Context: an optimization exercise on an open-source flow, tuned for small area. The choices shown serve that exercise and are no tape-out recipe. Where RTL was checked, it was by simulation tests only, not by an equivalence proof against the original. No functional check of the RTL was part of run 1.

## flow/design.v (module list and top-level ports; edited modules follow where they fit)
// module hsv_to_rgb_converter_unit: 1207 lines
module hsv_to_rgb_converter_unit (
  input  wire logic                                 clk,
  input  wire logic                                 rst,
  input  wire logic                                 in_valid,
  output logic                                      in_stall,
  input  wire logic [hsv2rgb_pkg::HUE_BITS-1:0]     hue,
  input  wire logic [hsv2rgb_pkg::CHAN_BITS-1:0]    saturation,
  input  wire logic [hsv2rgb_pkg::CHAN_BITS-1:0]    value,
  output logic                                      out_valid,
  input  wire logic                                 out_stall,
  output logic [hsv2rgb_pkg::CHAN_BITS-1:0]         red,
  output logic [hsv2rgb_pkg::CHAN_BITS-1:0]         green,
  output logic [hsv2rgb_pkg::CHAN_BITS-1:0]         blue,
  output logic [3*hsv2rgb_pkg::CHAN_BITS-1:0]       packed_color
);
  // ...
==> flow/flow/run.sh <==
#!/bin/bash
# Layout flow: the standard flow with two changes to synthesis and one
# to placement.
#  - Synthesis: Yosys's synth runs without its quick ABC pass (-noabc), so
#    the full adders written in the RTL reach extract_fa without inverted
#    polarities, and the final ABC mapping uses flow/area.abc (area-oriented
#    mapping). Registers, their names and cell types are unchanged.
#  - Ports are buffered with sky130_fd_sc_hd__buf_1, and the buffers that
#    synthesis puts between outputs sharing a net are buf_1 too.
# Each tool's output goes to the ORFS logs under orfs/logs; make's output to
# standard.log.
set -euo pipefail
WORK=$PWD
FLOW=$WORK/flow
{
  echo 'proc synth {args} { yosys synth -nofsm -noshare -noabc {*}$args }'
  echo 'proc abc {args} {'
  echo '  set i [lsearch $args -script]'
  echo "  if { \$i >= 0 } { set args [lreplace \$args \$i [expr {\$i + 1}] -script $FLOW/area.abc] }"
  echo '  yosys abc {*}$args'
  echo '}'
  tail -n +2 synth_recipe.tcl
} > my_synth.tcl
bash standard.sh SYNTH_SCRIPT=$WORK/my_synth.tcl \
  "BUFFER_PORTS_ARGS=-buffer_cell sky130_fd_sc_hd__buf_1" \
  "MIN_BUF_CELL_AND_PORTS=sky130_fd_sc_hd__buf_1 A X" finish > standard.log 2>&1
==> flow/flow/area.abc <==
strash
dch -f
amap
topo
==> flow/standard.sh <==
#!/bin/bash
# synth_recipe.tcl (not shown) runs the flow's synth.tcl, then flattens the netlist and writes it again
# the make line also repeats each setting of config.mk as NAME=value (left out here)
make -C /OpenROAD-flow-scripts/flow DESIGN_CONFIG=/design/flow/config.mk WORK_HOME=/design/flow/orfs CLKGATE_MAP_FILE= SYNTH_SCRIPT=/design/flow/synth_recipe.tcl "${@:-finish}"
==> flow/config.mk <==
export PLATFORM = sky130hd
export DESIGN_NAME = hsv_to_rgb_converter_unit
export DESIGN_NICKNAME = hsv_to_rgb_converter_unit
export VERILOG_FILES = /design/flow/design.v
export SDC_FILE = /design/flow/constraint.sdc
export NUM_CORES = 4
export LEC_CHECK = 0
export ABC_AREA = 1
export CAP_MARGIN = 20
export CORE_MARGIN = 2
export CORE_UTILIZATION = 75
export CTS_BUF_LIST = sky130_fd_sc_hd__clkbuf_2 sky130_fd_sc_hd__clkbuf_4 sky130_fd_sc_hd__clkbuf_8
export SLEW_MARGIN = 20
==> flow/constraint.sdc <==
create_clock -name core_clock -period 7.5 [get_ports {clk}]
set_input_delay 1.5000 -clock core_clock [delete_from_list [all_inputs] [get_ports {clk}]]
set_output_delay 1.5000 -clock core_clock [all_outputs]
set_load 0.01 [all_outputs]
==> flow_metrics.py, run 1 <==
metrics = {
    "run_status": {
        "status": "timing/DRC/antenna clean",
    },
    "routing": {
        "num_vias": 8165,
        "wl_met1_mm": 9.129,
    },
    "place": {
        "dp_cells": 1337,
        "dpl_cell_area_um2": 10700,
    },
    "timing": {
        "max_freq_mhz": 136.6,
        "fin_skew_ps": 10.97,
        "slew_headroom_pct": 35.76,
    },
    "clock_network": {
        "worstSkewPairLatency_ps": 380,
        "cts_buffer_depth": 2,
        "ctsHoldBuffers": 0,
        "cts_tree": "done",
    },
    "floorplan": {
        "die_area_um2": 14470,
    },
    "finish": {
        "drive_gt1_share_pct": 7.251,
        "nFillCells": 787,
        "nFlopsAndLatches": 75,
        "largest_reg_flops": 16,
    },
    "critical_path": {
        "reg2reg_to": "g_q2[5]",
        "crit_slowest_cell": "fa_2",
        "cp.arrival_ps": 7450,
        "crit_fanout": 4,
    },
    "synthesis": {
        "synth_fp_nets": 1401,
        "netlist_top_cells_count": "nor2_1, fa_1, ha_1, clkinv_1, a21oi_1",
        "synth.area.top_cells": "fa_1, edfxtp_1, ha_1",
        "post_synth_fa_ha_maj_area_fraction_pct": 45.07,
    },
    "hold_path": {
        "hp-class": "flip-flop to flip-flop",
    },
    "global_routing": {
        "grt_pass1_vias": 7955,
        "grt_use_met1_pct": 40.67,
    },
}
==> run 2: changes to the inputs <==
==> flow/design.v (replaced) <==
`default_nettype none
package hsv2rgb_pkg;
  localparam int CHAN_BITS = 8;
  localparam int HUE_BITS  = 9;
endpackage
`default_nettype wire
`default_nettype none
module hsv_to_rgb_converter_unit (
  input  wire logic                                 clk,
  input  wire logic                                 rst,
  input  wire logic                                 in_valid,
  output logic                                      in_stall,
  input  wire logic [hsv2rgb_pkg::HUE_BITS-1:0]     hue,
  input  wire logic [hsv2rgb_pkg::CHAN_BITS-1:0]    saturation,
  input  wire logic [hsv2rgb_pkg::CHAN_BITS-1:0]    value,
  output logic                                      out_valid,
  input  wire logic                                 out_stall,
  output logic [hsv2rgb_pkg::CHAN_BITS-1:0]         red,
  output logic [hsv2rgb_pkg::CHAN_BITS-1:0]         green,
  output logic [hsv2rgb_pkg::CHAN_BITS-1:0]         blue,
  output logic [3*hsv2rgb_pkg::CHAN_BITS-1:0]       packed_color
);
  logic adv;
  assign adv      = !out_valid || !out_stall;
  assign in_stall = !adv;
  logic [8:0] hw;
  logic [2:0] sect;
  logic [8:0] base;
  logic [5:0] rem;
  logic [5:0] r;
  always_comb begin
    hw = (hue >= 9'd360) ? hue - 9'd360 : hue;
    if      (hw >= 9'd300) begin sect = 3'd5; base = 9'd300; end
    else if (hw >= 9'd240) begin sect = 3'd4; base = 9'd240; end
    else if (hw >= 9'd180) begin sect = 3'd3; base = 9'd180; end
    else if (hw >= 9'd120) begin sect = 3'd2; base = 9'd120; end
    else if (hw >= 9'd60)  begin sect = 3'd1; base = 9'd60;  end
    else                   begin sect = 3'd0; base = 9'd0;   end
    rem = 6'(hw - base);
    r   = sect[0] ? rem : 6'd60 - rem;
  end
  wire a0 = value[0] & saturation[0];
  wire a1 = value[0] & saturation[1];
  wire a2 = value[0] & saturation[2];
  wire a3 = value[0] & saturation[3];
  wire a4 = value[0] & saturation[4];
  wire a5 = value[0] & saturation[5];
  wire a6 = value[0] & saturation[6];
  wire a7 = value[0] & saturation[7];
  wire a8 = value[1] & saturation[0];
  wire a9 = value[1] & saturation[1];
  wire a10 = value[1] & saturation[2];
  wire a11 = value[1] & saturation[3];
  wire a12 = value[1] & saturation[4];
  wire a13 = value[1] & saturation[5];
  wire a14 = value[1] & saturation[6];
  wire a15 = value[1] & saturation[7];
  wire a16 = value[2] & saturation[0];
  wire a17 = value[2] & saturation[1];
  wire a18 = value[2] & saturation[2];
  wire a19 = value[2] & saturation[3];
  wire a20 = value[2] & saturation[4];
  wire a21 = value[2] & saturation[5];
  wire a22 = value[2] & saturation[6];
  wire a23 = value[2] & saturation[7];
  wire a24 = value[3] & saturation[0];
  wire a25 = value[3] & saturation[1];
  wire a26 = value[3] & saturation[2];
  wire a27 = value[3] & saturation[3];
  wire a28 = value[3] & saturation[4];
  wire a29 = value[3] & saturation[5];
  wire a30 = value[3] & saturation[6];
  wire a31 = value[3] & saturation[7];
  wire a32 = value[4] & saturation[0];
  wire a33 = value[4] & saturation[1];
  wire a34 = value[4] & saturation[2];
  wire a35 = value[4] & saturation[3];
  wire a36 = value[4] & saturation[4];
  wire a37 = value[4] & saturation[5];
  wire a38 = value[4] & saturation[6];
  wire a39 = value[4] & saturation[7];
  wire a40 = value[5] & saturation[0];
  wire a41 = value[5] & saturation[1];
  wire a42 = value[5] & saturation[2];
  wire a43 = value[5] & saturation[3];
  wire a44 = value[5] & saturation[4];
  wire a45 = value[5] & saturation[5];
  wire a46 = value[5] & saturation[6];
  wire a47 = value[5] & saturation[7];
  wire a48 = value[6] & saturation[0];
  wire a49 = value[6] & saturation[1];
  wire a50 = value[6] & saturation[2];
  wire a51 = value[6] & saturation[3];
  wire a52 = value[6] & saturation[4];
  wire a53 = value[6] & saturation[5];
  wire a54 = value[6] & saturation[6];
  wire a55 = value[6] & saturation[7];
  wire a56 = value[7] & saturation[0];
  wire a57 = value[7] & saturation[1];
  wire a58 = value[7] & saturation[2];
  wire a59 = value[7] & saturation[3];
  wire a60 = value[7] & saturation[4];
  wire a61 = value[7] & saturation[5];
  wire a62 = value[7] & saturation[6];
  wire a63 = value[7] & saturation[7];
  wire a64 = a6 ^ a13;
  wire a65 = a6 & a13;
  wire a66 = a7 ^ a14 ^ a21;
  wire a67 = (a7 & a14) | (a7 & a21) | (a14 & a21);
  wire a68 = a28 ^ a35;
  wire a69 = a28 & a35;
  wire a70 = a15 ^ a22 ^ a29;
  wire a71 = (a15 & a22) | (a15 & a29) | (a22 & a29);
  wire a72 = a36 ^ a43;
  wire a73 = a36 & a43;
  wire a74 = a23 ^ a30 ^ a37;
  wire a75 = (a23 & a30) | (a23 & a37) | (a30 & a37);
  wire a76 = a4 ^ a11;
  wire a77 = a4 & a11;
  wire a78 = a5 ^ a12 ^ a19;
  wire a79 = (a5 & a12) | (a5 & a19) | (a12 & a19);
  wire a80 = a26 ^ a33;
  wire a81 = a26 & a33;
  wire a82 = a20 ^ a27 ^ a34;
  wire a83 = (a20 & a27) | (a20 & a34) | (a27 & a34);
  wire a84 = a41 ^ a48 ^ a64;
  wire a85 = (a41 & a48) | (a41 & a64) | (a48 & a64);
  wire a86 = a42 ^ a49 ^ a56;
  wire a87 = (a42 & a49) | (a42 & a56) | (a49 & a56);
  wire a88 = a65 ^ a66 ^ a68;
  wire a89 = (a65 & a66) | (a65 & a68) | (a66 & a68);
  wire a90 = a50 ^ a57 ^ a67;
  wire a91 = (a50 & a57) | (a50 & a67) | (a57 & a67);
  wire a92 = a69 ^ a70 ^ a72;
  wire a93 = (a69 & a70) | (a69 & a72) | (a70 & a72);
  wire a94 = a44 ^ a51 ^ a58;
  wire a95 = (a44 & a51) | (a44 & a58) | (a51 & a58);
  wire a96 = a71 ^ a73 ^ a74;
  wire a97 = (a71 & a73) | (a71 & a74) | (a73 & a74);
  wire a98 = a31 ^ a38 ^ a45;
  wire a99 = (a31 & a38) | (a31 & a45) | (a38 & a45);
  wire a100 = a52 ^ a59 ^ a75;
  wire a101 = (a52 & a59) | (a52 & a75) | (a59 & a75);
  wire a102 = a39 ^ a46 ^ a53;
  wire a103 = (a39 & a46) | (a39 & a53) | (a46 & a53);
  wire a104 = a3 ^ a10;
  wire a105 = a3 & a10;
  wire a106 = a18 ^ a25 ^ a32;
  wire a107 = (a18 & a25) | (a18 & a32) | (a25 & a32);
  wire a108 = a40 ^ a77 ^ a78;
  wire a109 = (a40 & a77) | (a40 & a78) | (a77 & a78);
  wire a110 = a79 ^ a81 ^ a82;
  wire a111 = (a79 & a81) | (a79 & a82) | (a81 & a82);
  wire a112 = a83 ^ a85 ^ a86;
  wire a113 = (a83 & a85) | (a83 & a86) | (a85 & a86);
  wire a114 = a87 ^ a89 ^ a90;
  wire a115 = (a87 & a89) | (a87 & a90) | (a89 & a90);
  wire a116 = a91 ^ a93 ^ a94;
  wire a117 = (a91 & a93) | (a91 & a94) | (a93 & a94);
  wire a118 = a95 ^ a97 ^ a98;
  wire a119 = (a95 & a97) | (a95 & a98) | (a97 & a98);
  wire a120 = a60 ^ a99 ^ a101;
  wire a121 = (a60 & a99) | (a60 & a101) | (a99 & a101);
  wire a122 = a47 ^ a54 ^ a61;
  wire a123 = (a47 & a54) | (a47 & a61) | (a54 & a61);
  wire a124 = a2 ^ a9;
  wire a125 = a2 & a9;
  wire a126 = a17 ^ a24 ^ a104;
  wire a127 = (a17 & a24) | (a17 & a104) | (a24 & a104);
  wire a128 = a76 ^ a105 ^ a106;
  wire a129 = (a76 & a105) | (a76 & a106) | (a105 & a106);
  wire a130 = a80 ^ a107 ^ a108;
  wire a131 = (a80 & a107) | (a80 & a108) | (a107 & a108);
  wire a132 = a84 ^ a109 ^ a110;
  wire a133 = (a84 & a109) | (a84 & a110) | (a109 & a110);
  wire a134 = a88 ^ a111 ^ a112;
  wire a135 = (a88 & a111) | (a88 & a112) | (a111 & a112);
  wire a136 = a92 ^ a113 ^ a114;
  wire a137 = (a92 & a113) | (a92 & a114) | (a113 & a114);
  wire a138 = a96 ^ a115 ^ a116;
  wire a139 = (a96 & a115) | (a96 & a116) | (a115 & a116);
  wire a140 = a100 ^ a117 ^ a118;
  wire a141 = (a100 & a117) | (a100 & a118) | (a117 & a118);
  wire a142 = a102 ^ a119 ^ a120;
  wire a143 = (a102 & a119) | (a102 & a120) | (a119 & a120);
  wire a144 = a103 ^ a121 ^ a122;
  wire a145 = (a103 & a121) | (a103 & a122) | (a121 & a122);
  wire a146 = a55 ^ a62 ^ a123;
  wire a147 = (a55 & a62) | (a55 & a123) | (a62 & a123);
  wire a148 = a1 & a8;
  wire a149 = a16 & a124;
  wire a150 = a125 & a126;
  wire a151 = a127 & a128;
  wire a152 = a129 & a130;
  wire a153 = a131 & a132;
  wire a154 = a133 & a134;
  wire a155 = a135 & a136;
  wire a156 = a137 & a138;
  wire a157 = a139 & a140;
  wire a158 = a141 & a142;
  wire a159 = a143 & a144;
  wire a160 = a145 & a146;
  wire a161 = a63 & a147;
  wire a162 = a1 ^ a8;
  wire a163 = a16 ^ a124;
  wire a164 = a125 ^ a126;
  wire a165 = a127 ^ a128;
  wire a166 = a129 ^ a130;
  wire a167 = a131 ^ a132;
  wire a168 = a133 ^ a134;
  wire a169 = a135 ^ a136;
  wire a170 = a137 ^ a138;
  wire a171 = a139 ^ a140;
  wire a172 = a141 ^ a142;
  wire a173 = a143 ^ a144;
  wire a174 = a145 ^ a146;
  wire a175 = a63 ^ a147;
  wire a176 = a162 & a0;
  wire a177 = a164 & a149;
  wire a178 = a150 | a177;
  wire a179 = a164 & a163;
  wire a180 = a166 & a151;
  wire a181 = a152 | a180;
  wire a182 = a166 & a165;
  wire a183 = a168 & a153;
  wire a184 = a154 | a183;
  wire a185 = a168 & a167;
  wire a186 = a170 & a155;
  wire a187 = a156 | a186;
  wire a188 = a170 & a169;
  wire a189 = a172 & a157;
  wire a190 = a158 | a189;
  wire a191 = a172 & a171;
  wire a192 = a174 & a159;
  wire a193 = a160 | a192;
  wire a194 = a174 & a173;
  wire a195 = a179 & a148;
  wire a196 = a178 | a195;
  wire a197 = a179 & a176;
  wire a198 = a185 & a181;
  wire a199 = a184 | a198;
  wire a200 = a185 & a182;
  wire a201 = a191 & a187;
  wire a202 = a190 | a201;
  wire a203 = a191 & a188;
  wire a204 = a200 & a196;
  wire a205 = a199 | a204;
  wire a206 = a200 & a197;
  wire a207 = a203 & a205;
  wire a208 = a202 | a207;
  wire a209 = a203 & a206;
  wire a210 = a182 & a196;
  wire a211 = a181 | a210;
  wire a212 = a182 & a197;
  wire a213 = a188 & a205;
  wire a214 = a187 | a213;
  wire a215 = a188 & a206;
  wire a216 = a194 & a208;
  wire a217 = a193 | a216;
  wire a218 = a194 & a209;
  wire a219 = a163 & a148;
  wire a220 = a149 | a219;
  wire a221 = a163 & a176;
  wire a222 = a165 & a196;
  wire a223 = a151 | a222;
  wire a224 = a165 & a197;
  wire a225 = a167 & a211;
  wire a226 = a153 | a225;
  wire a227 = a167 & a212;
  wire a228 = a169 & a205;
  wire a229 = a155 | a228;
  wire a230 = a169 & a206;
  wire a231 = a171 & a214;
  wire a232 = a157 | a231;
  wire a233 = a171 & a215;
  wire a234 = a173 & a208;
  wire a235 = a159 | a234;
  wire a236 = a173 & a209;
  wire a237 = a175 & a217;
  wire a238 = a161 | a237;
  wire a239 = a175 & a218;
  wire a240 = a163 ^ a148;
  wire a241 = a164 ^ a220;
  wire a242 = a165 ^ a196;
  wire a243 = a166 ^ a223;
  wire a244 = a167 ^ a211;
  wire a245 = a168 ^ a226;
  wire a246 = a169 ^ a205;
  wire a247 = a170 ^ a229;
  wire a248 = a171 ^ a214;
  wire a249 = a172 ^ a232;
  wire a250 = a173 ^ a208;
  wire a251 = a174 ^ a235;
  wire a252 = a175 ^ a217;
  logic        valid_q1;
  logic [2:0]  sect_q1;
  logic [5:0]  r_q1;
  logic [7:0]  v_q1;
  logic [15:0] m_q1;
  logic        nz_q1;
  always_ff @(posedge clk) begin
    if (rst) begin
      valid_q1 <= 1'b0;
    end else if (adv) begin
      valid_q1 <= in_valid;
    end
  end
  always_ff @(posedge clk) begin
    if (adv) begin
      sect_q1 <= sect;
      r_q1    <= r;
      v_q1    <= value;
      m_q1    <= {a238, a252, a251, a250, a249, a248, a247, a246, a245, a244, a243, a242, a241, a240, a162, a0};
      nz_q1   <= (|value) & (|saturation);
    end
  end
  wire nz1 = nz_q1;
  logic [3:0] w52;
  logic [1:0] e10_lo;
  logic [4:0] hsum;
  wire b0 = m_q1[8] & m_q1[0];
  wire b1 = m_q1[9] & m_q1[1];
  wire b2 = m_q1[10] & m_q1[2];
  wire b3 = m_q1[11] & m_q1[3];
  wire b4 = m_q1[12] & m_q1[4];
  wire b5 = m_q1[13] & m_q1[5];
  wire b6 = m_q1[14] & m_q1[6];
  wire b7 = m_q1[15] & m_q1[7];
  wire b8 = m_q1[8] ^ m_q1[0];
  wire b9 = m_q1[9] ^ m_q1[1];
  wire b10 = m_q1[10] ^ m_q1[2];
  wire b11 = m_q1[11] ^ m_q1[3];
  wire b12 = m_q1[12] ^ m_q1[4];
  wire b13 = m_q1[13] ^ m_q1[5];
  wire b14 = m_q1[14] ^ m_q1[6];
  wire b15 = m_q1[15] ^ m_q1[7];
  wire b16 = b9 & b0;
  wire b17 = b1 | b16;
  wire b18 = b9 & b8;
  wire b19 = b11 & b2;
  wire b20 = b3 | b19;
  wire b21 = b11 & b10;
  wire b22 = b13 & b4;
  wire b23 = b5 | b22;
  wire b24 = b13 & b12;
  wire b25 = b15 & b6;
  wire b26 = b7 | b25;
  wire b27 = b15 & b14;
  wire b28 = b10 & b17;
  wire b29 = b2 | b28;
  wire b30 = b10 & b18;
  wire b31 = b21 & b17;
  wire b32 = b20 | b31;
  wire b33 = b21 & b18;
  wire b34 = b14 & b23;
  wire b35 = b6 | b34;
  wire b36 = b14 & b24;
  wire b37 = b27 & b23;
  wire b38 = b26 | b37;
  wire b39 = b27 & b24;
  wire b40 = b12 & b32;
  wire b41 = b4 | b40;
  wire b42 = b12 & b33;
  wire b43 = b24 & b32;
  wire b44 = b23 | b43;
  wire b45 = b24 & b33;
  wire b46 = b36 & b32;
  wire b47 = b35 | b46;
  wire b48 = b36 & b33;
  wire b49 = b39 & b32;
  wire b50 = b38 | b49;
  wire b51 = b39 & b33;
  wire b52 = b9 ^ b0;
  wire b53 = b10 ^ b17;
  wire b54 = b11 ^ b29;
  wire b55 = b12 ^ b32;
  wire b56 = b13 ^ b41;
  wire b57 = b14 ^ b44;
  wire b58 = b15 ^ b47;
  wire b59 = ~b50;
  wire b60 = nz_q1 & b59;
  wire b61 = ~m_q1[8];
  wire b62 = ~m_q1[9];
  wire b63 = ~m_q1[10];
  wire b64 = ~m_q1[11];
  wire b65 = ~m_q1[12];
  wire b66 = ~m_q1[13];
  wire b67 = ~m_q1[14];
  wire b68 = ~m_q1[15];
  wire b69 = ~b60;
  wire b70 = ~b50;
  wire b71 = v_q1[1] ^ b62;
  wire b72 = v_q1[1] & b62;
  wire b73 = v_q1[2] ^ b63;
  wire b74 = v_q1[2] & b63;
  wire b75 = v_q1[3] ^ b64;
  wire b76 = v_q1[3] & b64;
  wire b77 = v_q1[4] ^ b65;
  wire b78 = v_q1[4] & b65;
  wire b79 = v_q1[5] ^ b66;
  wire b80 = v_q1[5] & b66;
  wire b81 = v_q1[6] ^ b67;
  wire b82 = v_q1[6] & b67;
  wire b83 = v_q1[7] ^ b68;
  wire b84 = v_q1[7] & b68;
  wire b85 = v_q1[0] ^ b61;
  wire b86 = v_q1[0] & b61;
  wire b87 = ~(b70 ^ b71);
  wire b88 = b70 | b71;
  wire b89 = ~(b72 ^ b73);
  wire b90 = b72 | b73;
  wire b91 = ~(b74 ^ b75);
  wire b92 = b74 | b75;
  wire b93 = ~(b76 ^ b77);
  wire b94 = b76 | b77;
  wire b95 = ~(b78 ^ b79);
  wire b96 = b78 | b79;
  wire b97 = ~(b80 ^ b81);
  wire b98 = b80 | b81;
  wire b99 = ~(b82 ^ b83);
  wire b100 = b82 | b83;
  wire b101 = b69 ^ b85;
  wire b102 = b69 & b85;
  wire b103 = b86 ^ b87 ^ b102;
  wire b104 = (b86 & b87) | (b86 & b102) | (b87 & b102);
  wire b105 = b88 ^ b89 ^ b104;
  wire b106 = (b88 & b89) | (b88 & b104) | (b89 & b104);
  wire b107 = b90 ^ b91 ^ b106;
  wire b108 = (b90 & b91) | (b90 & b106) | (b91 & b106);
  wire b109 = b92 ^ b93 ^ b108;
  wire b110 = (b92 & b93) | (b92 & b108) | (b93 & b108);
  wire b111 = b94 ^ b95 ^ b110;
  wire b112 = (b94 & b95) | (b94 & b110) | (b95 & b110);
  wire b113 = b96 ^ b97 ^ b112;
  wire b114 = (b96 & b97) | (b96 & b112) | (b97 & b112);
  wire b115 = b98 ^ b99 ^ b114;
  wire b116 = (b98 & b99) | (b98 & b114) | (b99 & b114);
  wire b117 = m_q1[8] & r_q1[0];
  wire b118 = m_q1[8] & r_q1[1];
  wire b119 = m_q1[8] & r_q1[2];
  wire b120 = m_q1[8] & r_q1[3];
  wire b121 = m_q1[8] & r_q1[4];
  wire b122 = m_q1[8] & r_q1[5];
  wire b123 = m_q1[9] & r_q1[0];
  wire b124 = m_q1[9] & r_q1[1];
  wire b125 = m_q1[9] & r_q1[2];
  wire b126 = m_q1[9] & r_q1[3];
  wire b127 = m_q1[9] & r_q1[4];
  wire b128 = m_q1[9] & r_q1[5];
  wire b129 = m_q1[10] & r_q1[0];
  wire b130 = m_q1[10] & r_q1[1];
  wire b131 = m_q1[10] & r_q1[2];
  wire b132 = m_q1[10] & r_q1[3];
  wire b133 = m_q1[10] & r_q1[4];
  wire b134 = m_q1[10] & r_q1[5];
  wire b135 = m_q1[11] & r_q1[0];
  wire b136 = m_q1[11] & r_q1[1];
  wire b137 = m_q1[11] & r_q1[2];
  wire b138 = m_q1[11] & r_q1[3];
  wire b139 = m_q1[11] & r_q1[4];
  wire b140 = m_q1[11] & r_q1[5];
  wire b141 = m_q1[12] & r_q1[0];
  wire b142 = m_q1[12] & r_q1[1];
  wire b143 = m_q1[12] & r_q1[2];
  wire b144 = m_q1[12] & r_q1[3];
  wire b145 = m_q1[12] & r_q1[4];
  wire b146 = m_q1[12] & r_q1[5];
  wire b147 = m_q1[13] & r_q1[0];
  wire b148 = m_q1[13] & r_q1[1];
  wire b149 = m_q1[13] & r_q1[2];
  wire b150 = m_q1[13] & r_q1[3];
  wire b151 = m_q1[13] & r_q1[4];
  wire b152 = m_q1[13] & r_q1[5];
  wire b153 = m_q1[14] & r_q1[0];
  wire b154 = m_q1[14] & r_q1[1];
  wire b155 = m_q1[14] & r_q1[2];
  wire b156 = m_q1[14] & r_q1[3];
  wire b157 = m_q1[14] & r_q1[4];
  wire b158 = m_q1[14] & r_q1[5];
  wire b159 = m_q1[15] & r_q1[0];
  wire b160 = m_q1[15] & r_q1[1];
  wire b161 = m_q1[15] & r_q1[2];
  wire b162 = m_q1[15] & r_q1[3];
  wire b163 = m_q1[15] & r_q1[4];
  wire b164 = m_q1[15] & r_q1[5];
  wire b165 = b60 & r_q1[0];
  wire b166 = b50 & r_q1[0];
  wire b167 = b60 & r_q1[1];
  wire b168 = b50 & r_q1[1];
  wire b169 = b60 & r_q1[2];
  wire b170 = b50 & r_q1[2];
  wire b171 = b60 & r_q1[3];
  wire b172 = b50 & r_q1[3];
  wire b173 = b60 & r_q1[4];
  wire b174 = b50 & r_q1[4];
  wire b175 = b60 & r_q1[5];
  wire b176 = b50 & r_q1[5];
  wire b177 = b121 ^ b126;
  wire b178 = b121 & b126;
  wire b179 = b122 ^ b127 ^ b132;
  wire b180 = (b122 & b127) | (b122 & b132) | (b127 & b132);
  wire b181 = b137 ^ b142;
  wire b182 = b137 & b142;
  wire b183 = b128 ^ b133 ^ b138;
  wire b184 = (b128 & b133) | (b128 & b138) | (b133 & b138);
  wire b185 = b143 ^ b148;
  wire b186 = b143 & b148;
  wire b187 = b134 ^ b139 ^ b144;
  wire b188 = (b134 & b139) | (b134 & b144) | (b139 & b144);
  wire b189 = b119 ^ b124;
  wire b190 = b119 & b124;
  wire b191 = b120 ^ b125 ^ b130;
  wire b192 = (b120 & b125) | (b120 & b130) | (b125 & b130);
  wire b193 = b135 ^ b170;
  wire b194 = b135 & b170;
  wire b195 = b131 ^ b136 ^ b141;
  wire b196 = (b131 & b136) | (b131 & b141) | (b136 & b141);
  wire b197 = b172 ^ b173 ^ b177;
  wire b198 = (b172 & b173) | (b172 & b177) | (b173 & b177);
  wire b199 = b147 ^ b174 ^ b175;
  wire b200 = (b147 & b174) | (b147 & b175) | (b174 & b175);
  wire b201 = b178 ^ b179 ^ b181;
  wire b202 = (b178 & b179) | (b178 & b181) | (b179 & b181);
  wire b203 = b153 ^ b176 ^ b180;
  wire b204 = (b153 & b176) | (b153 & b180) | (b176 & b180);
  wire b205 = b182 ^ b183 ^ b185;
  wire b206 = (b182 & b183) | (b182 & b185) | (b183 & b185);
  wire b207 = b149 ^ b154 ^ b159;
  wire b208 = (b149 & b154) | (b149 & b159) | (b154 & b159);
  wire b209 = b184 ^ b186 ^ b187;
  wire b210 = (b184 & b186) | (b184 & b187) | (b186 & b187);
  wire b211 = b140 ^ b145 ^ b150;
  wire b212 = (b140 & b145) | (b140 & b150) | (b145 & b150);
  wire b213 = b155 ^ b160 ^ b188;
  wire b214 = (b155 & b160) | (b155 & b188) | (b160 & b188);
  wire b215 = b146 ^ b151 ^ b156;
  wire b216 = (b146 & b151) | (b146 & b156) | (b151 & b156);
  wire b217 = b118 ^ b123;
  wire b218 = b118 & b123;
  wire b219 = b129 ^ b168 ^ b169;
  wire b220 = (b129 & b168) | (b129 & b169) | (b168 & b169);
  wire b221 = b171 ^ b190 ^ b191;
  wire b222 = (b171 & b190) | (b171 & b191) | (b190 & b191);
  wire b223 = b192 ^ b194 ^ b195;
  wire b224 = (b192 & b194) | (b192 & b195) | (b194 & b195);
  wire b225 = b196 ^ b198 ^ b199;
  wire b226 = (b196 & b198) | (b196 & b199) | (b198 & b199);
  wire b227 = b200 ^ b202 ^ b203;
  wire b228 = (b200 & b202) | (b200 & b203) | (b202 & b203);
  wire b229 = b204 ^ b206 ^ b207;
  wire b230 = (b204 & b206) | (b204 & b207) | (b206 & b207);
  wire b231 = b208 ^ b210 ^ b211;
  wire b232 = (b208 & b210) | (b208 & b211) | (b210 & b211);
  wire b233 = b161 ^ b212 ^ b214;
  wire b234 = (b161 & b212) | (b161 & b214) | (b212 & b214);
  wire b235 = b152 ^ b157 ^ b162;
  wire b236 = (b152 & b157) | (b152 & b162) | (b157 & b162);
  wire b237 = b166 ^ b167;
  wire b238 = b166 & b167;
  wire b239 = b189 ^ b218 ^ b219;
  wire b240 = (b189 & b218) | (b189 & b219) | (b218 & b219);
  wire b241 = b193 ^ b220 ^ b221;
  wire b242 = (b193 & b220) | (b193 & b221) | (b220 & b221);
  wire b243 = b197 ^ b222 ^ b223;
  wire b244 = (b197 & b222) | (b197 & b223) | (b222 & b223);
  wire b245 = b201 ^ b224 ^ b225;
  wire b246 = (b201 & b224) | (b201 & b225) | (b224 & b225);
  wire b247 = b205 ^ b226 ^ b227;
  wire b248 = (b205 & b226) | (b205 & b227) | (b226 & b227);
  wire b249 = b209 ^ b228 ^ b229;
  wire b250 = (b209 & b228) | (b209 & b229) | (b228 & b229);
  wire b251 = b213 ^ b230 ^ b231;
  wire b252 = (b213 & b230) | (b213 & b231) | (b230 & b231);
  wire b253 = b215 ^ b232 ^ b233;
  wire b254 = (b215 & b232) | (b215 & b233) | (b232 & b233);
  wire b255 = b216 ^ b234 ^ b235;
  wire b256 = (b216 & b234) | (b216 & b235) | (b234 & b235);
  wire b257 = b158 ^ b163 ^ b236;
  wire b258 = (b158 & b163) | (b158 & b236) | (b163 & b236);
  wire b259 = b117 & b165;
  wire b260 = b217 & b237;
  wire b261 = b238 & b239;
  wire b262 = b240 & b241;
  wire b263 = b242 & b243;
  wire b264 = b244 & b245;
  wire b265 = b246 & b247;
  wire b266 = b248 & b249;
  wire b267 = b250 & b251;
  wire b268 = b252 & b253;
  wire b269 = b254 & b255;
  wire b270 = b256 & b257;
  wire b271 = b164 & b258;
  wire b272 = b117 ^ b165;
  wire b273 = b217 ^ b237;
  wire b274 = b238 ^ b239;
  wire b275 = b240 ^ b241;
  wire b276 = b242 ^ b243;
  wire b277 = b244 ^ b245;
  wire b278 = b246 ^ b247;
  wire b279 = b248 ^ b249;
  wire b280 = b250 ^ b251;
  wire b281 = b252 ^ b253;
  wire b282 = b254 ^ b255;
  wire b283 = b256 ^ b257;
  wire b284 = b164 ^ b258;
  wire b285 = b273 & b259;
  wire b286 = b260 | b285;
  wire b287 = b273 & b272;
  wire b288 = b275 & b261;
  wire b289 = b262 | b288;
  wire b290 = b275 & b274;
  wire b291 = b277 & b263;
  wire b292 = b264 | b291;
  wire b293 = b277 & b276;
  wire b294 = b279 & b265;
  wire b295 = b266 | b294;
  wire b296 = b279 & b278;
  wire b297 = b281 & b267;
  wire b298 = b268 | b297;
  wire b299 = b281 & b280;
  wire b300 = b283 & b269;
  wire b301 = b270 | b300;
  wire b302 = b283 & b282;
  wire b303 = b290 & b286;
  wire b304 = b289 | b303;
  wire b305 = b290 & b287;
  wire b306 = b296 & b292;
  wire b307 = b295 | b306;
  wire b308 = b296 & b293;
  wire b309 = b302 & b298;
  wire b310 = b301 | b309;
  wire b311 = b302 & b299;
  wire b312 = b308 & b304;
  wire b313 = b307 | b312;
  wire b314 = b308 & b305;
  wire b315 = b311 & b313;
  wire b316 = b310 | b315;
  wire b317 = b311 & b314;
  wire b318 = b293 & b304;
  wire b319 = b292 | b318;
  wire b320 = b293 & b305;
  wire b321 = b299 & b313;
  wire b322 = b298 | b321;
  wire b323 = b299 & b314;
  wire b324 = b274 & b286;
  wire b325 = b261 | b324;
  wire b326 = b274 & b287;
  wire b327 = b276 & b304;
  wire b328 = b263 | b327;
  wire b329 = b276 & b305;
  wire b330 = b278 & b319;
  wire b331 = b265 | b330;
  wire b332 = b278 & b320;
  wire b333 = b280 & b313;
  wire b334 = b267 | b333;
  wire b335 = b280 & b314;
  wire b336 = b282 & b322;
  wire b337 = b269 | b336;
  wire b338 = b282 & b323;
  wire b339 = b284 & b316;
  wire b340 = b271 | b339;
  wire b341 = b284 & b317;
  wire b342 = b273 ^ b259;
  wire b343 = b274 ^ b286;
  wire b344 = b275 ^ b325;
  wire b345 = b276 ^ b304;
  wire b346 = b277 ^ b328;
  wire b347 = b278 ^ b319;
  wire b348 = b279 ^ b331;
  wire b349 = b280 ^ b313;
  wire b350 = b281 ^ b334;
  wire b351 = b282 ^ b322;
  wire b352 = b283 ^ b337;
  wire b353 = b284 ^ b316;
  wire b354 = b347 & b343;
  wire b355 = b348 & b344;
  wire b356 = b349 & b345;
  wire b357 = b350 & b346;
  wire b358 = b347 ^ b343;
  wire b359 = b348 ^ b344;
  wire b360 = b349 ^ b345;
  wire b361 = b350 ^ b346;
  wire b362 = b359 & b354;
  wire b363 = b355 | b362;
  wire b364 = b359 & b358;
  wire b365 = b361 & b356;
  wire b366 = b357 | b365;
  wire b367 = b361 & b360;
  wire b368 = b352 & b351;
  wire b369 = b340 & b353;
  wire b370 = b367 & b363;
  wire b371 = b366 | b370;
  wire b372 = b367 & b364;
  wire b373 = b369 & b368;
  wire b374 = b373 & b371;
  wire b375 = b373 & b372;
  wire b376 = b368 & b371;
  wire b377 = b368 & b372;
  wire b378 = b360 & b363;
  wire b379 = b356 | b378;
  wire b380 = b360 & b364;
  wire b381 = b351 & b371;
  wire b382 = b351 & b372;
  wire b383 = b353 & b376;
  wire b384 = b353 & b377;
  wire b385 = b359 ^ b354;
  wire b386 = b360 ^ b363;
  wire b387 = b361 ^ b379;
  wire b388 = b351 ^ b371;
  wire b389 = b352 ^ b381;
  wire b390 = b353 ^ b376;
  wire b391 = b340 ^ b383;
  wire b392 = b388 & b358;
  wire b393 = b389 & b385;
  wire b394 = b390 & b386;
  wire b395 = b391 & b387;
  wire b396 = b388 ^ b358;
  wire b397 = b389 ^ b385;
  wire b398 = b390 ^ b386;
  wire b399 = b391 ^ b387;
  wire b400 = b397 & b392;
  wire b401 = b393 | b400;
  wire b402 = b397 & b396;
  wire b403 = b399 & b394;
  wire b404 = b395 | b403;
  wire b405 = b399 & b398;
  wire b406 = b405 & b401;
  wire b407 = b404 | b406;
  wire b408 = b405 & b402;
  wire b409 = b398 & b401;
  wire b410 = b394 | b409;
  wire b411 = b398 & b402;
  wire b412 = b397 ^ b392;
  wire b413 = b398 ^ b401;
  wire b414 = b399 ^ b410;
  wire b415 = v_q1[4] ^ b347;
  wire b416 = v_q1[4] & b347;
  wire b417 = v_q1[5] ^ b348 ^ b344;
  wire b418 = (v_q1[5] & b348) | (v_q1[5] & b344) | (b348 & b344);
  wire b419 = v_q1[6] ^ b349 ^ b345;
  wire b420 = (v_q1[6] & b349) | (v_q1[6] & b345) | (b349 & b345);
  wire b421 = v_q1[7] ^ b350 ^ b346;
  wire b422 = (v_q1[7] & b350) | (v_q1[7] & b346) | (b350 & b346);
  wire b423 = v_q1[0] & b343;
  wire b424 = v_q1[1] & b344;
  wire b425 = v_q1[2] & b345;
  wire b426 = v_q1[3] & b346;
  wire b427 = b343 & b415;
  wire b428 = b416 & b417;
  wire b429 = b418 & b419;
  wire b430 = b420 & b421;
  wire b431 = v_q1[0] ^ b343;
  wire b432 = v_q1[1] ^ b344;
  wire b433 = v_q1[2] ^ b345;
  wire b434 = v_q1[3] ^ b346;
  wire b435 = b343 ^ b415;
  wire b436 = b416 ^ b417;
  wire b437 = b418 ^ b419;
  wire b438 = b420 ^ b421;
  wire b439 = b432 & b423;
  wire b440 = b424 | b439;
  wire b441 = b432 & b431;
  wire b442 = b434 & b425;
  wire b443 = b426 | b442;
  wire b444 = b434 & b433;
  wire b445 = b436 & b427;
  wire b446 = b428 | b445;
  wire b447 = b436 & b435;
  wire b448 = b438 & b429;
  wire b449 = b430 | b448;
  wire b450 = b438 & b437;
  wire b451 = b444 & b440;
  wire b452 = b443 | b451;
  wire b453 = b444 & b441;
  wire b454 = b450 & b446;
  wire b455 = b449 | b454;
  wire b456 = b450 & b447;
  wire b457 = b456 & b452;
  wire b458 = b455 | b457;
  wire b459 = b456 & b453;
  wire b460 = b447 & b452;
  wire b461 = b446 | b460;
  wire b462 = b447 & b453;
  wire b463 = b433 & b440;
  wire b464 = b425 | b463;
  wire b465 = b433 & b441;
  wire b466 = b435 & b452;
  wire b467 = b427 | b466;
  wire b468 = b435 & b453;
  wire b469 = b437 & b461;
  wire b470 = b429 | b469;
  wire b471 = b437 & b462;
  wire b472 = b432 ^ b423;
  wire b473 = b433 ^ b440;
  wire b474 = b434 ^ b464;
  wire b475 = b435 ^ b452;
  wire b476 = b436 ^ b467;
  wire b477 = b437 ^ b461;
  wire b478 = b438 ^ b470;
  wire b479 = ~b8;
  wire b480 = ~b52;
  wire b481 = ~b53;
  wire b482 = ~b54;
  wire b483 = ~b55;
  wire b484 = ~b56;
  wire b485 = ~b57;
  wire b486 = ~b58;
  wire b487 = b479 & r_q1[0];
  wire b488 = b479 & r_q1[1];
  wire b489 = b479 & r_q1[2];
  wire b490 = b479 & r_q1[3];
  wire b491 = b479 & r_q1[4];
  wire b492 = b479 & r_q1[5];
  wire b493 = b480 & r_q1[0];
  wire b494 = b480 & r_q1[1];
  wire b495 = b480 & r_q1[2];
  wire b496 = b480 & r_q1[3];
  wire b497 = b480 & r_q1[4];
  wire b498 = b480 & r_q1[5];
  wire b499 = b481 & r_q1[0];
  wire b500 = b481 & r_q1[1];
  wire b501 = b481 & r_q1[2];
  wire b502 = b481 & r_q1[3];
  wire b503 = b481 & r_q1[4];
  wire b504 = b481 & r_q1[5];
  wire b505 = b482 & r_q1[0];
  wire b506 = b482 & r_q1[1];
  wire b507 = b482 & r_q1[2];
  wire b508 = b482 & r_q1[3];
  wire b509 = b482 & r_q1[4];
  wire b510 = b482 & r_q1[5];
  wire b511 = b483 & r_q1[0];
  wire b512 = b483 & r_q1[1];
  wire b513 = b483 & r_q1[2];
  wire b514 = b483 & r_q1[3];
  wire b515 = b483 & r_q1[4];
  wire b516 = b483 & r_q1[5];
  wire b517 = b484 & r_q1[0];
  wire b518 = b484 & r_q1[1];
  wire b519 = b484 & r_q1[2];
  wire b520 = b484 & r_q1[3];
  wire b521 = b484 & r_q1[4];
  wire b522 = b484 & r_q1[5];
  wire b523 = b485 & r_q1[0];
  wire b524 = b485 & r_q1[1];
  wire b525 = b485 & r_q1[2];
  wire b526 = b485 & r_q1[3];
  wire b527 = b485 & r_q1[4];
  wire b528 = b485 & r_q1[5];
  wire b529 = b486 & r_q1[0];
  wire b530 = b486 & r_q1[1];
  wire b531 = b486 & r_q1[2];
  wire b532 = b486 & r_q1[3];
  wire b533 = b486 & r_q1[4];
  wire b534 = b486 & r_q1[5];
  wire b535 = ~r_q1[0];
  wire b536 = b50 & b535;
  wire b537 = ~r_q1[1];
  wire b538 = b50 & b537;
  wire b539 = ~r_q1[2];
  wire b540 = b50 & b539;
  wire b541 = ~r_q1[3];
  wire b542 = b50 & b541;
  wire b543 = ~r_q1[4];
  wire b544 = b50 & b543;
  wire b545 = ~r_q1[5];
  wire b546 = b50 & b545;
  wire b547 = b492 ^ b497;
  wire b548 = b492 & b497;
  wire b549 = b498 ^ b503 ^ b508;
  wire b550 = (b498 & b503) | (b498 & b508) | (b503 & b508);
  wire b551 = b504 ^ b509 ^ b514;
  wire b552 = (b504 & b509) | (b504 & b514) | (b509 & b514);
  wire b553 = b510 ^ b515;
  wire b554 = b510 & b515;
  wire b555 = b490 ^ b495;
  wire b556 = b490 & b495;
  wire b557 = b491 ^ b496 ^ b501;
  wire b558 = (b491 & b496) | (b491 & b501) | (b496 & b501);
  wire b559 = b506 ^ b511;
  wire b560 = b506 & b511;
  wire b561 = b502 ^ b507 ^ b512;
  wire b562 = (b502 & b507) | (b502 & b512) | (b507 & b512);
  wire b563 = b517 ^ b546 ^ b547;
  wire b564 = (b517 & b546) | (b517 & b547) | (b546 & b547);
  wire b565 = b513 ^ b518 ^ b523;
  wire b566 = (b513 & b518) | (b513 & b523) | (b518 & b523);
  wire b567 = b50 ^ b548 ^ b549;
  wire b568 = (b50 & b548) | (b50 & b549) | (b548 & b549);
  wire b569 = b519 ^ b524 ^ b529;
  wire b570 = (b519 & b524) | (b519 & b529) | (b524 & b529);
  wire b571 = b50 ^ b550 ^ b551;
  wire b572 = (b50 & b550) | (b50 & b551) | (b550 & b551);
  wire b573 = b520 ^ b525 ^ b530;
  wire b574 = (b520 & b525) | (b520 & b530) | (b525 & b530);
  wire b575 = b50 ^ b552 ^ b553;
  wire b576 = (b50 & b552) | (b50 & b553) | (b552 & b553);
  wire b577 = b516 ^ b521 ^ b526;
  wire b578 = (b516 & b521) | (b516 & b526) | (b521 & b526);
  wire b579 = b531 ^ b50 ^ b554;
  wire b580 = (b531 & b50) | (b531 & b554) | (b50 & b554);
  wire b581 = b522 ^ b527 ^ b532;
  wire b582 = (b522 & b527) | (b522 & b532) | (b527 & b532);
  wire b583 = b489 ^ b494;
  wire b584 = b489 & b494;
  wire b585 = b500 ^ b505 ^ b542;
  wire b586 = (b500 & b505) | (b500 & b542) | (b505 & b542);
  wire b587 = b544 ^ b556 ^ b557;
  wire b588 = (b544 & b556) | (b544 & b557) | (b556 & b557);
  wire b589 = b558 ^ b560 ^ b561;
  wire b590 = (b558 & b560) | (b558 & b561) | (b560 & b561);
  wire b591 = b562 ^ b564 ^ b565;
  wire b592 = (b562 & b564) | (b562 & b565) | (b564 & b565);
  wire b593 = b566 ^ b568 ^ b569;
  wire b594 = (b566 & b568) | (b566 & b569) | (b568 & b569);
  wire b595 = b570 ^ b572 ^ b573;
  wire b596 = (b570 & b572) | (b570 & b573) | (b572 & b573);
  wire b597 = b574 ^ b576 ^ b577;
  wire b598 = (b574 & b576) | (b574 & b577) | (b576 & b577);
  wire b599 = b50 ^ b578 ^ b580;
  wire b600 = (b50 & b578) | (b50 & b580) | (b578 & b580);
  wire b601 = b528 ^ b533 ^ b50;
  wire b602 = (b528 & b533) | (b528 & b50) | (b533 & b50);
  wire b603 = b487 ^ b536;
  wire b604 = b487 & b536;
  wire b605 = b488 ^ b493 ^ b538;
  wire b606 = (b488 & b493) | (b488 & b538) | (b493 & b538);
  wire b607 = b499 ^ b540 ^ b583;
  wire b608 = (b499 & b540) | (b499 & b583) | (b540 & b583);
  wire b609 = b555 ^ b584 ^ b585;
  wire b610 = (b555 & b584) | (b555 & b585) | (b584 & b585);
  wire b611 = b559 ^ b586 ^ b587;
  wire b612 = (b559 & b586) | (b559 & b587) | (b586 & b587);
  wire b613 = b563 ^ b588 ^ b589;
  wire b614 = (b563 & b588) | (b563 & b589) | (b588 & b589);
  wire b615 = b567 ^ b590 ^ b591;
  wire b616 = (b567 & b590) | (b567 & b591) | (b590 & b591);
  wire b617 = b571 ^ b592 ^ b593;
  wire b618 = (b571 & b592) | (b571 & b593) | (b592 & b593);
  wire b619 = b575 ^ b594 ^ b595;
  wire b620 = (b575 & b594) | (b575 & b595) | (b594 & b595);
  wire b621 = b579 ^ b596 ^ b597;
  wire b622 = (b579 & b596) | (b579 & b597) | (b596 & b597);
  wire b623 = b581 ^ b598 ^ b599;
  wire b624 = (b581 & b598) | (b581 & b599) | (b598 & b599);
  wire b625 = b582 ^ b600 ^ b601;
  wire b626 = (b582 & b600) | (b582 & b601) | (b600 & b601);
  wire b627 = b534 ^ b50 ^ b602;
  wire b628 = (b534 & b50) | (b534 & b602) | (b50 & b602);
  wire b629 = b50 & b603;
  wire b630 = b604 & b605;
  wire b631 = b606 & b607;
  wire b632 = b608 & b609;
  wire b633 = b610 & b611;
  wire b634 = b612 & b613;
  wire b635 = b614 & b615;
  wire b636 = b616 & b617;
  wire b637 = b618 & b619;
  wire b638 = b620 & b621;
  wire b639 = b622 & b623;
  wire b640 = b624 & b625;
  wire b641 = b626 & b627;
  wire b642 = b50 & b628;
  wire b643 = b50 ^ b603;
  wire b644 = b604 ^ b605;
  wire b645 = b606 ^ b607;
  wire b646 = b608 ^ b609;
  wire b647 = b610 ^ b611;
  wire b648 = b612 ^ b613;
  wire b649 = b614 ^ b615;
  wire b650 = b616 ^ b617;
  wire b651 = b618 ^ b619;
  wire b652 = b620 ^ b621;
  wire b653 = b622 ^ b623;
  wire b654 = b624 ^ b625;
  wire b655 = b626 ^ b627;
  wire b656 = b50 ^ b628;
  wire b657 = b644 & b629;
  wire b658 = b630 | b657;
  wire b659 = b644 & b643;
  wire b660 = b646 & b631;
  wire b661 = b632 | b660;
  wire b662 = b646 & b645;
  wire b663 = b648 & b633;
  wire b664 = b634 | b663;
  wire b665 = b648 & b647;
  wire b666 = b650 & b635;
  wire b667 = b636 | b666;
  wire b668 = b650 & b649;
  wire b669 = b652 & b637;
  wire b670 = b638 | b669;
  wire b671 = b652 & b651;
  wire b672 = b654 & b639;
  wire b673 = b640 | b672;
  wire b674 = b654 & b653;
  wire b675 = b656 & b641;
  wire b676 = b642 | b675;
  wire b677 = b656 & b655;
  wire b678 = b645 & b658;
  wire b679 = b631 | b678;
  wire b680 = b645 & b659;
  wire b681 = b662 & b658;
  wire b682 = b661 | b681;
  wire b683 = b662 & b659;
  wire b684 = b649 & b664;
  wire b685 = b635 | b684;
  wire b686 = b649 & b665;
  wire b687 = b668 & b664;
  wire b688 = b667 | b687;
  wire b689 = b668 & b665;
  wire b690 = b653 & b670;
  wire b691 = b639 | b690;
  wire b692 = b653 & b671;
  wire b693 = b674 & b670;
  wire b694 = b673 | b693;
  wire b695 = b674 & b671;
  wire b696 = b647 & b682;
  wire b697 = b633 | b696;
  wire b698 = b647 & b683;
  wire b699 = b665 & b682;
  wire b700 = b664 | b699;
  wire b701 = b665 & b683;
  wire b702 = b686 & b682;
  wire b703 = b685 | b702;
  wire b704 = b686 & b683;
  wire b705 = b689 & b682;
  wire b706 = b688 | b705;
  wire b707 = b689 & b683;
  wire b708 = b655 & b694;
  wire b709 = b641 | b708;
  wire b710 = b655 & b695;
  wire b711 = b677 & b694;
  wire b712 = b676 | b711;
  wire b713 = b677 & b695;
  wire b714 = b651 & b706;
  wire b715 = b637 | b714;
  wire b716 = b651 & b707;
  wire b717 = b671 & b706;
  wire b718 = b670 | b717;
  wire b719 = b671 & b707;
  wire b720 = b692 & b706;
  wire b721 = b691 | b720;
  wire b722 = b692 & b707;
  wire b723 = b695 & b706;
  wire b724 = b694 | b723;
  wire b725 = b695 & b707;
  wire b726 = b710 & b706;
  wire b727 = b709 | b726;
  wire b728 = b710 & b707;
  wire b729 = b713 & b706;
  wire b730 = b712 | b729;
  wire b731 = b713 & b707;
  wire b732 = b644 ^ b629;
  wire b733 = b645 ^ b658;
  wire b734 = b646 ^ b679;
  wire b735 = b647 ^ b682;
  wire b736 = b648 ^ b697;
  wire b737 = b649 ^ b700;
  wire b738 = b650 ^ b703;
  wire b739 = b651 ^ b706;
  wire b740 = b652 ^ b715;
  wire b741 = b653 ^ b718;
  wire b742 = b654 ^ b721;
  wire b743 = b655 ^ b724;
  wire b744 = b656 ^ b727;
  wire b745 = b643 & b739;
  wire b746 = b732 & b740;
  wire b747 = b733 & b741;
  wire b748 = b734 & b742;
  wire b749 = b735 & b743;
  wire b750 = b736 & b744;
  wire b751 = b643 ^ b739;
  wire b752 = b732 ^ b740;
  wire b753 = b733 ^ b741;
  wire b754 = b734 ^ b742;
  wire b755 = b735 ^ b743;
  wire b756 = b736 ^ b744;
  wire b757 = b745 | b751;
  wire b758 = b752 & b757;
  wire b759 = b746 | b758;
  wire b760 = b752 & b751;
  wire b761 = b754 & b747;
  wire b762 = b748 | b761;
  wire b763 = b754 & b753;
  wire b764 = b756 & b749;
  wire b765 = b750 | b764;
  wire b766 = b756 & b755;
  wire b767 = b738 & b737;
  wire b768 = b753 & b759;
  wire b769 = b747 | b768;
  wire b770 = b753 & b760;
  wire b771 = b763 & b759;
  wire b772 = b762 | b771;
  wire b773 = b763 & b760;
  wire b774 = b737 & b765;
  wire b775 = b737 & b766;
  wire b776 = b767 & b765;
  wire b777 = b767 & b766;
  wire b778 = b755 & b772;
  wire b779 = b749 | b778;
  wire b780 = b755 & b773;
  wire b781 = b766 & b772;
  wire b782 = b765 | b781;
  wire b783 = b766 & b773;
  wire b784 = b775 & b772;
  wire b785 = b774 | b784;
  wire b786 = b775 & b773;
  wire b787 = b777 & b772;
  wire b788 = b776 | b787;
  wire b789 = b777 & b773;
  wire b790 = ~b751;
  wire b791 = b752 ^ b757;
  wire b792 = b753 ^ b759;
  wire b793 = b754 ^ b769;
  wire b794 = b755 ^ b772;
  wire b795 = b756 ^ b779;
  wire b796 = b737 ^ b782;
  wire b797 = b738 ^ b785;
  wire b798 = b739 & b788;
  wire b799 = b739 ^ b788;
  wire b800 = b740 & b798;
  wire b801 = b740 & b799;
  wire b802 = b742 & b741;
  wire b803 = b744 & b743;
  wire b804 = b741 & b800;
  wire b805 = b741 & b801;
  wire b806 = b802 & b800;
  wire b807 = b802 & b801;
  wire b808 = b743 & b806;
  wire b809 = b743 & b807;
  wire b810 = b803 & b806;
  wire b811 = b803 & b807;
  wire b812 = b740 ^ b798;
  wire b813 = b741 ^ b800;
  wire b814 = b742 ^ b804;
  wire b815 = b743 ^ b806;
  wire b816 = b744 ^ b808;
  assign e10_lo = {b342, b272};
  assign hsum   = {b407, b414, b413, b412, b396};
  assign w52    = (hsum >= 5'd15) ? 4'(hsum - 5'd15) : hsum[3:0];
  logic [2:0] sect_q2;
  logic [7:0] v_q2;
  logic [7:0] p_q2;
  logic [7:0] a_q2;
  logic [3:0] w52_q2;
  logic [1:0] w4_q2;
  logic [5:0] g_q2;
  always_ff @(posedge clk) begin
    if (rst) begin
      out_valid <= 1'b0;
    end else if (adv) begin
      out_valid <= valid_q1;
    end
  end
  always_ff @(posedge clk) begin
    if (adv) begin
      sect_q2 <= sect_q1;
      v_q2    <= v_q1;
      p_q2    <= {b115, b113, b111, b109, b107, b105, b103, b101};
      a_q2    <= {b478, b477, b476, b475, b474, b473, b472, b431};
      w52_q2  <= w52;
      w4_q2   <= e10_lo;
      g_q2    <= {b816, b815, b814, b813, b812, b799};
    end
  end
  logic [7:0] x;
  logic [5:0] w;
  assign w  = {w52_q2, w4_q2};
  wire o0 = ~g_q2[0];
  wire o1 = ~g_q2[1];
  wire o2 = ~g_q2[2];
  wire o3 = ~g_q2[3];
  wire o4 = ~g_q2[4];
  wire o5 = ~g_q2[5];
  wire o6 = w[0] & o0;
  wire o7 = w[1] & o1;
  wire o8 = w[2] & o2;
  wire o9 = w[3] & o3;
  wire o10 = w[4] & o4;
  wire o11 = w[5] & o5;
  wire o12 = w[0] ^ o0;
  wire o13 = w[1] ^ o1;
  wire o14 = w[2] ^ o2;
  wire o15 = w[3] ^ o3;
  wire o16 = w[4] ^ o4;
  wire o17 = w[5] ^ o5;
  wire o18 = o13 & o6;
  wire o19 = o7 | o18;
  wire o20 = o13 & o12;
  wire o21 = o15 & o8;
  wire o22 = o9 | o21;
  wire o23 = o15 & o14;
  wire o24 = o17 & o10;
  wire o25 = o11 | o24;
  wire o26 = o17 & o16;
  wire o27 = o23 & o19;
  wire o28 = o22 | o27;
  wire o29 = o23 & o20;
  wire o30 = o26 & o28;
  wire o31 = o25 | o30;
  wire o32 = o26 & o29;
  wire o33 = o14 & o19;
  wire o34 = o8 | o33;
  wire o35 = o14 & o20;
  wire o36 = o16 & o28;
  wire o37 = o10 | o36;
  wire o38 = o16 & o29;
  wire o39 = o13 ^ o6;
  wire o40 = o14 ^ o19;
  wire o41 = o15 ^ o34;
  wire o42 = o16 ^ o28;
  wire o43 = o17 ^ o37;
  wire o44 = ~w[2];
  wire o45 = ~w[3];
  wire o46 = ~w[4];
  wire o47 = ~w[5];
  wire o48 = ~w[2];
  wire o49 = ~w[3];
  wire o50 = ~w[4];
  wire o51 = ~w[5];
  wire o52 = ~o31;
  wire o53 = a_q2[0] & o44;
  wire o54 = a_q2[1] & o45;
  wire o55 = a_q2[2] & o46;
  wire o56 = a_q2[3] & o47;
  wire o57 = a_q2[4] & o48;
  wire o58 = a_q2[5] & o49;
  wire o59 = a_q2[6] & o50;
  wire o60 = a_q2[7] & o51;
  wire o61 = a_q2[0] ^ o44;
  wire o62 = a_q2[1] ^ o45;
  wire o63 = a_q2[2] ^ o46;
  wire o64 = a_q2[3] ^ o47;
  wire o65 = a_q2[4] ^ o48;
  wire o66 = a_q2[5] ^ o49;
  wire o67 = a_q2[6] ^ o50;
  wire o68 = a_q2[7] ^ o51;
  wire o69 = o61 & o52;
  wire o70 = o53 | o69;
  wire o71 = o62 & o70;
  wire o72 = o54 | o71;
  wire o73 = o62 & o61;
  wire o74 = o64 & o55;
  wire o75 = o56 | o74;
  wire o76 = o64 & o63;
  wire o77 = o66 & o57;
  wire o78 = o58 | o77;
  wire o79 = o66 & o65;
  wire o80 = o68 & o59;
  wire o81 = o60 | o80;
  wire o82 = o68 & o67;
  wire o83 = o76 & o72;
  wire o84 = o75 | o83;
  wire o85 = o76 & o73;
  wire o86 = o82 & o78;
  wire o87 = o81 | o86;
  wire o88 = o82 & o79;
  wire o89 = o88 & o84;
  wire o90 = o87 | o89;
  wire o91 = o88 & o85;
  wire o92 = o79 & o84;
  wire o93 = o78 | o92;
  wire o94 = o79 & o85;
  wire o95 = o63 & o72;
  wire o96 = o55 | o95;
  wire o97 = o63 & o73;
  wire o98 = o65 & o84;
  wire o99 = o57 | o98;
  wire o100 = o65 & o85;
  wire o101 = o67 & o93;
  wire o102 = o59 | o101;
  wire o103 = o67 & o94;
  wire o104 = o61 ^ o52;
  wire o105 = o62 ^ o70;
  wire o106 = o63 ^ o72;
  wire o107 = o64 ^ o96;
  wire o108 = o65 ^ o84;
  wire o109 = o66 ^ o99;
  wire o110 = o67 ^ o93;
  wire o111 = o68 ^ o102;
  assign x = {o111, o110, o109, o108, o107, o106, o105, o104};
  always_comb begin
    case (sect_q2)
      3'd0:    begin red = v_q2; green = x;    blue = p_q2; end
      3'd1:    begin red = x;    green = v_q2; blue = p_q2; end
      3'd2:    begin red = p_q2; green = v_q2; blue = x;    end
      3'd3:    begin red = p_q2; green = x;    blue = v_q2; end
      3'd4:    begin red = x;    green = p_q2; blue = v_q2; end
      default: begin red = v_q2; green = p_q2; blue = x;    end
    endcase
  end
  assign packed_color = {red, green, blue};
endmodule
`default_nettype wire
--- a/flow/config.mk
+++ b/flow/config.mk
@@ -5,9 +5,10 @@
 export SDC_FILE = /design/flow/constraint.sdc
 export NUM_CORES = 4
 export LEC_CHECK = 0
 export ABC_AREA = 1
 export CAP_MARGIN = 20
 export CORE_MARGIN = 2
 export CORE_UTILIZATION = 75
 export CTS_BUF_LIST = sky130_fd_sc_hd__clkbuf_2 sky130_fd_sc_hd__clkbuf_4 sky130_fd_sc_hd__clkbuf_8
+export GPL_TIMING_DRIVEN = 0
 export SLEW_MARGIN = 20
==> run 2 against run 1 <==
  * The layout now fails its checks (negative setup slack)
  * Clock skew down 1.0 ps
  * Flip-flop and latch count is the same
  * Maximum frequency shrank 4.1%
  * Routed wire length decreased by 9.4%
  * Critical path type unchanged
  * Setup slack worse by 310 ps
  * Largest cell class unchanged
  * Highest routed layer unchanged
  * Design area decreased by 4.7%
  * First-iteration DRC count shrank 14%
  * Non-clock buffer count is 18 higher
==> flow_metrics.py, run 2 <==
metrics = {
    "run_status": {
        "status": "failed layout checks",
        "violations": "negative setup slack",
    },
    "hold_path": {
        "hp-class": "flip-flop to flip-flop",
        "whs_path_depth": 0,
    },
    "place": {
        "portBuffers": 78,
        "dpl_cell_area_um2": 10030,
        "dp_cells": 1226,
        "dp_hpwl_mm": 16.03,
        "place_congestion": 0.8977,
    },
    "synthesis": {
        "yosysTopAreaCell": "fa_1",
        "netlist.area_leader.share_pct": 31.08,
        "syn_avg_cell_area_um2": 9.711,
        "netlist_top_cells_count": "nor2_1, fa_1, clkinv_1, ha_1, edfxtp_1",
        "synth-seq-cells": 75,
        "synth_top_flop_cell": "edfxtp_1",
        "yosysSeqAreaShare_pct": 23.58,
        "synth_fp_nets": 1268,
        "synthCells": 975,
        "netlist-cell-type-count": 34,
        "synth_most_common_cell": "nor2_1",
        "async_flop_share_pct": 0,
        "synth.area.top_cells": "fa_1, edfxtp_1, ha_1",
        "syn_area_um2": 9468,
        "synth_edf_count": 73,
        "ys.warnings.count": 1,
    },
    "global_routing": {
        "grt_start_max_net_pins": 41,
        "grt_pass1_wl_mm": 32.20,
        "grt_overflow_total": 0,
        "grt_pass1_vias": 6946,
        "antenna_found_initial": 0,
        "grt_use_total_pct": 30.94,
    },
    "finish": {
        "nFillCells": 719,
        "final_common_cell": "nor2_1",
        "area_delta_synth_final_pct": 12.21,
        "drive_gt1_share_pct": 7.274,
        "final-instance-count-excl-fill": 1258,
        "final_cell_mix": "nor2_1, fa_1, clkinv_1, ha_1, buf_1",
        "top_register": "m_q1",
        "stdcell_area_um2": 10620,
        "nNetsFinal": 1374,
        "largest_reg_flops": 16,
        "diodes": 0,
    },
    "timing": {
        "layout_min_cycle_time_ps": 7637,
        "tightest_slew_ps": 780.8,
        "slew_viol_final": 0,
        "finalWorstSetupSlack_ps": -136.8,
        "period_share_pct": 101.8,
        "hold_viol": 0,
        "max_freq_mhz": 130.9,
        "fin_skew_ps": 9.971,
        "rsz0062_at_grt": "yes",
        "slew_headroom_pct": 46.60,
        "finalSetupViolCount": 3,
    },
    "critical_path": {
        "crit_path_end_kind": "flip-flop",
        "crit_slowest_cell": "fa_2",
        "required_ps": 7600,
        "cp_num_cells": 33,
        "critical_path_buf_inv_count": 2,
        "crit_type": "flip-flop to flip-flop",
        "critPathLaunchType": "flip-flop",
        "slowest_delay_ps": 580,
        "ff2ff_path_depth": 33,
        "cp.arrival_ps": 7740,
        "critical_path.top_delay_family": "adder cells",
        "crit_fanout": 6,
    },
    "clock_network": {
        "cts.htree.levels": 3,
        "cts_tree": "done",
        "clk_pin_slew_ps": 70,
        "ctsRootBufferMaster": "clkbuf_8",
        "worstSkewPairLatency_ps": 360,
        "cts.sinks": 75,
        "cts_buffers": 9,
        "cts_buffer_depth": 2,
        "ctsHoldBuffers": 0,
    },
    "routing": {
        "dr.pass1.iters": 5,
        "drtIter0Drc": 544,
        "drt-total-wl_mm": 20.99,
        "drc": 0,
        "via_per_inst": 5.901,
        "num_vias": 7423,
        "wire_per_inst_um": 16.69,
        "drtAntennaViolNets": 0,
    },
    "floorplan": {
        "die_area_um2": 13540,
        "io_pins": 79,
        "design.core.area_um2": 12470,
        "die_x_um": 116.4,
        "start_util_pct": 75.95,
        "die_y_um": 116.4,
        "rows": 41,
    },
    "run": {
        "cap_violations": 0,
    },
}
## run 2: kinds of logic (layout without fill, tap and decap cells)
family          Yosys count  after routing  synth area share [%]
simple gates            322            322                 13.25
fa+ha+maj               264            264                 46.54
compound gates          169            169                 10.72
buf+inv                 142            253                 5.630
flops                    75             75                 23.58
xor+xnor                  3              3                0.2776
## run 2: cell type report
cell class	instances	area [um^2]	area share, %
buffer	25	93.84	0.8833
clock buffer	10	131.4	1.237
clock inverter	6	103.9	0.9775
sequential	75	2232	21.01
multi-input combinational	758	6965	65.56
timing repair buffer	95	436.7	4.110
inverter	117	445.4	4.193
tap	172	215.2	2.026
## run 2: path summary, 6_finish.rpt
check             startpoint         end  slack, ps
hold / removal    sect_q1[0]  sect_q2[0]        420
setup reg to reg     m_q1[8]   w52_q2[3]       -140
setup / recovery     m_q1[8]   w52_q2[3]       -140
hold reg to reg   sect_q1[0]  sect_q2[0]        420
## run 2: layer usage
| metal | wire [um] | global-route usage, % |
|---|---|---|
| met3 | 1382 | 3.114 |
| met1 | 8332 | 40.96 |
| met5 | 0 | 0 |
| met4 | 795 | 12.30 |
| met2 | 10480 | 53.33 |
## run 2: what timing repair did
action                     4_1_cts  5_1_grt
pin swaps                       13       27
resized for setup               25       31
buffers inserted                 7        9
setup endpoints to repair        9        9
## run 2: stage by stage
step | TNS, ps | setup WS [ps] | util [%] | hold slack [ps]
detailed placement | -4287 | -683.6 | 80.50 | 404.5
finish | -306.2 | -136.8 | 85.23 | 423.6
floorplan | 0 | 11.86 | - | 400.3
CTS | 0 | 4.915 | 83.61 | 421.7
global route | -1151 | -309.1 | 85.23 | 447.2
global placement | -3023 | -547.8 | 80.28 | 404.0

## what the ideal ports hide
How much do the figures lean on ideal ports? The routed layouts below were timed once more, with nothing changed but the port constraints.
Step 1, drivers: a clkbuf_16 drives clk and a buf_2 each remaining input, both assumed.
Step 2 moves the port delays by t, midway between the first and last clock arrival at a register: inputs arrive t later, outputs are due t later. That takes back most of the time a late clock gives input paths.
Three values: ideal ports, drivers, drivers and shift; two values: the first two.
| run | t, ns | setup WS [ns] | worst setup path after step 2 | latest minus earliest clock arrival (ns) | slew at the worst register clock pin (ns) |
|---|---|---|---|---|---|
| run 1 | 0.415 | 0.177 / 0.177 / 0.177 | register to register | 0.011 / 0.011 | 0.08 / 0.08 |
| run 2 | 0.399 | -0.137 / -0.137 / -0.137 | register to register | 0.009 / 0.009 | 0.08 / 0.08 |
